Context: an optimization exercise on an open-source flow, tuned for small area and a short achievable clock period. The choices shown serve that exercise and are no tape-out recipe. RTL that was checked went through simulation tests only; none was proved equivalent to the original.

==> flow/design.v <==
module hard_drive_controller (
  input  logic        clock,
  input  logic        reset_n,
  input  logic        request,
  input  logic        write_enable,
  input  logic [6:0]  track,
  input  logic [13:0] sector,
  input  logic [31:0] data_write,
  output logic        ready,
  output logic        done,
  output logic        error,
  output logic [31:0] data_read,
  output logic [6:0]  head_track
);
  logic        busy_q, ready_q, seek_q, acc1_q, acc2_q, done_q, err_q;
  logic [2:0]  seek_cnt;
  logic [2:0]  head_q;
  logic        lat_we;
  logic [2:0]  lat_track;
  logic [31:0] lat_data;
  logic        accept, out_of_range;
  logic [2:0]  seek_dist;
  assign ready_q      = ~busy_q;
  assign accept       = ready_q & request;
  assign out_of_range = (|track[6:3]) | (|sector[13:4]);
  assign seek_dist         = (track[2:0] >= head_q) ? (track[2:0] - head_q) : (head_q - track[2:0]);
  assign ready      = ready_q;
  assign done       = done_q;
  assign error      = err_q;
  assign head_track = {4'b0000, head_q};
  always_ff @(posedge clock or negedge reset_n) begin
    if (!reset_n) begin
      busy_q   <= 1'b0;
      seek_q   <= 1'b0;
      acc1_q   <= 1'b0;
      acc2_q   <= 1'b0;
      done_q   <= 1'b0;
      err_q    <= 1'b0;
      seek_cnt <= '0;
      head_q   <= '0;
    end else begin
      acc2_q <= acc1_q;
      done_q <= acc2_q | (accept & out_of_range);
      if (accept) begin
        busy_q   <= 1'b1;
        err_q    <= out_of_range;
        seek_q   <= ~out_of_range & (seek_dist != 3'd0);
        acc1_q   <= ~out_of_range & (seek_dist == 3'd0);
        seek_cnt <= seek_dist;
      end else begin
        if (done_q) busy_q <= 1'b0;
        if (seek_q) begin
          seek_cnt <= seek_cnt - 3'd1;
          if (seek_cnt == 3'd1) begin
            seek_q <= 1'b0;
            head_q <= lat_track;
          end
        end
        acc1_q <= seek_q & (seek_cnt == 3'd1);
      end
    end
  end
  always_ff @(posedge clock) begin
    if (ready_q) begin
      lat_we   <= write_enable;
      lat_track <= track[2:0];
      lat_data <= data_write;
    end
  end
  localparam int NR = 43;
  logic [1:0]  ph3;          
  logic        ph2;          
  logic [31:0] rp0 [NR];
  logic [31:0] rp1 [NR];
  logic [31:0] rp2 [NR-1];
  always_ff @(posedge clock) begin
    ph3 <= (ph3 == 2'd2 || ph3 == 2'd3) ? 2'd0 : ph3 + 2'd1;
    ph2 <= ~ph2;
  end
  logic [2:0] ph3_oh;
  assign ph3_oh = {ph3 == 2'd2, ph3 == 2'd1, ph3 == 2'd0};
  for (genvar k = 0; k < NR; k++) begin : g_ring
    logic we;
    assign we = wr_hit & pend_ring[k];
    if (k < NR - 1) begin : g3
      always_ff @(posedge clock) begin
        rp1[k] <= rp0[k];
        rp2[k] <= rp1[k];
        rp0[k] <= we ? ~pend_data_n : rp2[k];
      end
    end else begin : g2
      always_ff @(posedge clock) begin
        rp1[k] <= rp0[k];
        rp0[k] <= we ? ~pend_data_n : rp1[k];
      end
    end
  end
  logic [NR-1:0] rd_ring;
  logic [2:0]    rd_pos3;
  logic [1:0]    rd_pos2;
  logic [6:0]    in_idx;
  logic [NR-1:0] in_ring;
  logic [2:0]    in_slot3;
  assign in_idx = {track[2:0], sector[3:0]};
  always_comb begin
    in_ring  = '0;
    in_slot3 = '0;
    for (int a = 0; a < 126; a++)
      if (in_idx == 7'(a)) begin
        in_ring[a / 3]   = 1'b1;
        in_slot3[a % 3]  = 1'b1;
      end
    if (in_idx[6:1] == 6'd63) in_ring[NR-1] = 1'b1;
  end
  logic [2:0] nx_pos3;
  always_comb
    for (int p = 0; p < 3; p++)
      nx_pos3[p] = (ph3_oh[0] & in_slot3[(p + 2) % 3]) |
                   (ph3_oh[1] & in_slot3[(p + 1) % 3]) |
                   (ph3_oh[2] & in_slot3[p]);
  always_ff @(posedge clock) begin
    if (ready_q) begin
      rd_ring <= in_ring;
      rd_pos3 <= nx_pos3;
      rd_pos2 <= (in_idx[0] ^ ~ph2) ? 2'b10 : 2'b01;
    end else begin
      rd_pos3 <= {rd_pos3[1:0], rd_pos3[2]};
      rd_pos2 <= {rd_pos2[0], rd_pos2[1]};
    end
  end
  logic          pend_v;       
  logic [1:0]    pend_t;       
  logic [NR-1:0] pend_ring;
  logic [31:0]   pend_data_n;  
  logic          wr_now, last_now, wr_hit;
  assign wr_now   = acc2_q & lat_we;
  assign last_now = rd_ring[NR-1] ? rd_pos2[1] : rd_pos3[2];
  assign wr_hit   = (wr_now & last_now) | (pend_v & pend_t[0]);
  always_ff @(posedge clock) begin
    pend_v <= (wr_now & ~last_now) | (pend_v & pend_t[1]);
    pend_t <= (wr_now & ~last_now) ? ((rd_ring[NR-1] | rd_pos3[1]) ? 2'b01 : 2'b10)
                                   : {1'b0, pend_t[1]};
    pend_ring   <= rd_ring;
    pend_data_n <= ~lat_data;
  end
  logic [31:0] rd_p0, rd_p1, rd_p2, rd42, rdata;
  always_comb begin
    rd_p0 = '0;
    rd_p1 = '0;
    rd_p2 = '0;
    for (int k = 0; k < NR - 1; k++) begin
      rd_p0 = rd_p0 | ({32{rd_ring[k]}} & rp0[k]);
      rd_p1 = rd_p1 | ({32{rd_ring[k]}} & rp1[k]);
      rd_p2 = rd_p2 | ({32{rd_ring[k]}} & rp2[k]);
    end
    rd42  = {32{rd_ring[NR-1]}} & (({32{rd_pos2[0]}} & rp0[NR-1]) | ({32{rd_pos2[1]}} & rp1[NR-1]));
    rdata = ({32{rd_pos3[0]}} & rd_p0) | ({32{rd_pos3[1]}} & rd_p1) | ({32{rd_pos3[2]}} & rd_p2) | rd42;
  end
  always_ff @(posedge clock or negedge reset_n) begin
    if (!reset_n)                data_read <= '0;
    else if (acc2_q && !lat_we)  data_read <= rdata;
  end
endmodule
make LEC_CHECK=0 CAP_MARGIN=10 CORE_MARGIN=2 CORE_UTILIZATION=60 CTS_CLUSTER_DIAMETER=80 CTS_CLUSTER_SIZE=30 SETUP_SLACK_MARGIN=3.0 SLEW_MARGIN=20 finish   # period 5.5 ns
run.sh (not shown) runs the stock make flow with config.mk's settings and CLKGATE_MAP_FILE= SYNTH_SCRIPT=/design/flow/synth_recipe.tcl, a recipe that flattens the netlist after the stock synthesis.
Next try:
--- a/flow/design.v
+++ b/flow/design.v
@@ -19,13 +19,13 @@
   logic [2:0]  lat_track;
   logic [31:0] lat_data;
   logic        accept, out_of_range;
   logic [2:0]  seek_dist;
-  assign ready_q      = ~busy_q;
+  assign ready_q      = ~(seek_q | acc1_q | acc2_q | done_q);
   assign accept       = ready_q & request;
   assign out_of_range = (|track[6:3]) | (|sector[13:4]);
   assign seek_dist         = (track[2:0] >= head_q) ? (track[2:0] - head_q) : (head_q - track[2:0]);
-  assign ready      = ready_q;
+  assign ready      = ~busy_q;
   assign done       = done_q;
   assign error      = err_q;
   assign head_track = {4'b0000, head_q};
   always_ff @(posedge clock or negedge reset_n) begin
@@ -142,22 +142,28 @@
                                    : {1'b0, pend_t[1]};
     pend_ring   <= rd_ring;
     pend_data_n <= ~lat_data;
   end
-  logic [31:0] rd_p0, rd_p1, rd_p2, rd42, rdata;
+  logic [NR-1:0] sel_ring;
+  logic          at0, rd_at0;
+  logic [31:0]   rd0, rd_stage;
+  assign sel_ring = ready_q ? in_ring : rd_ring;
+  assign rd_at0   = rd_ring[NR-1] ? rd_pos2[0] : rd_pos3[0];
+  assign at0 = ready_q ? (in_ring[NR-1] ? (in_idx[0] == ph2)
+                                         : |(in_slot3 & {ph3_oh[1], ph3_oh[2], ph3_oh[0]}))
+                       : rd_at0;
   always_comb begin
-    rd_p0 = '0;
-    rd_p1 = '0;
-    rd_p2 = '0;
-    for (int k = 0; k < NR - 1; k++) begin
-      rd_p0 = rd_p0 | ({32{rd_ring[k]}} & rp0[k]);
-      rd_p1 = rd_p1 | ({32{rd_ring[k]}} & rp1[k]);
-      rd_p2 = rd_p2 | ({32{rd_ring[k]}} & rp2[k]);
-    end
-    rd42  = {32{rd_ring[NR-1]}} & (({32{rd_pos2[0]}} & rp0[NR-1]) | ({32{rd_pos2[1]}} & rp1[NR-1]));
-    rdata = ({32{rd_pos3[0]}} & rd_p0) | ({32{rd_pos3[1]}} & rd_p1) | ({32{rd_pos3[2]}} & rd_p2) | rd42;
+    rd0 = '0;
+    for (int k = 0; k < NR; k++) rd0 = rd0 | ({32{sel_ring[k]}} & rp0[k]);
   end
+  always_ff @(posedge clock)
+    if (at0) rd_stage <= rd0;
+  logic        rd_load, rd_direct;
+  logic [31:0] rd_other;
+  assign rd_load   = acc2_q & ~lat_we;
+  assign rd_direct = rd_load & rd_at0;
+  assign rd_other  = rd_load ? rd_stage : data_read;
   always_ff @(posedge clock or negedge reset_n) begin
-    if (!reset_n)                data_read <= '0;
-    else if (acc2_q && !lat_we)  data_read <= rdata;
+    if (!reset_n) data_read <= '0;
+    else          data_read <= rd_direct ? rd0 : rd_other;
   end
 endmodule
Cell area is lower by a few percent.
Setup slack degrades by 1100 ps.
Core utilization grows by 2.3 points.
Clock skew went up by 12 ps.
Wire length is lower by roughly a tenth.
Sequential cell count goes up by 32.
Synthesized cell count came out lower by a little under a tenth.
The RTL of the second run of this note was laid out without a check of its function.

==> port drivers added, routing unchanged <==
In the flow no input, the clock included, has a driving cell. The finished layouts below were timed again as built, in two steps.
Step 1 assumes that a clkbuf_16 drives the clock port and a buf_2 every other input.
Step 2 times the ports against the registers' clock, not the clock port: input delays grow and output delays shrink by t, the midpoint of the rising clock arrivals with the driver on.
Three values: no drivers, after step 1, after step 2; two values: the first two.
run | t (ns) | setup WS [ns] | worst setup path after step 2 | latest minus earliest clock arrival (ns) | worst slew at a driven data input, ns
the first run | 0.991 | 2.644 / 2.538 / 2.196 | input to register | 0.060 / 0.060 | 0.06
the second run | 0.966 | 1.517 / 1.391 / 0.425 | input to register | 0.068 / 0.068 | 0.24
After both steps every run listed still meets setup and hold. The setup slack of the second run, which loses most, moves by -0.126 ns with the drivers and by -1.092 ns with both steps.
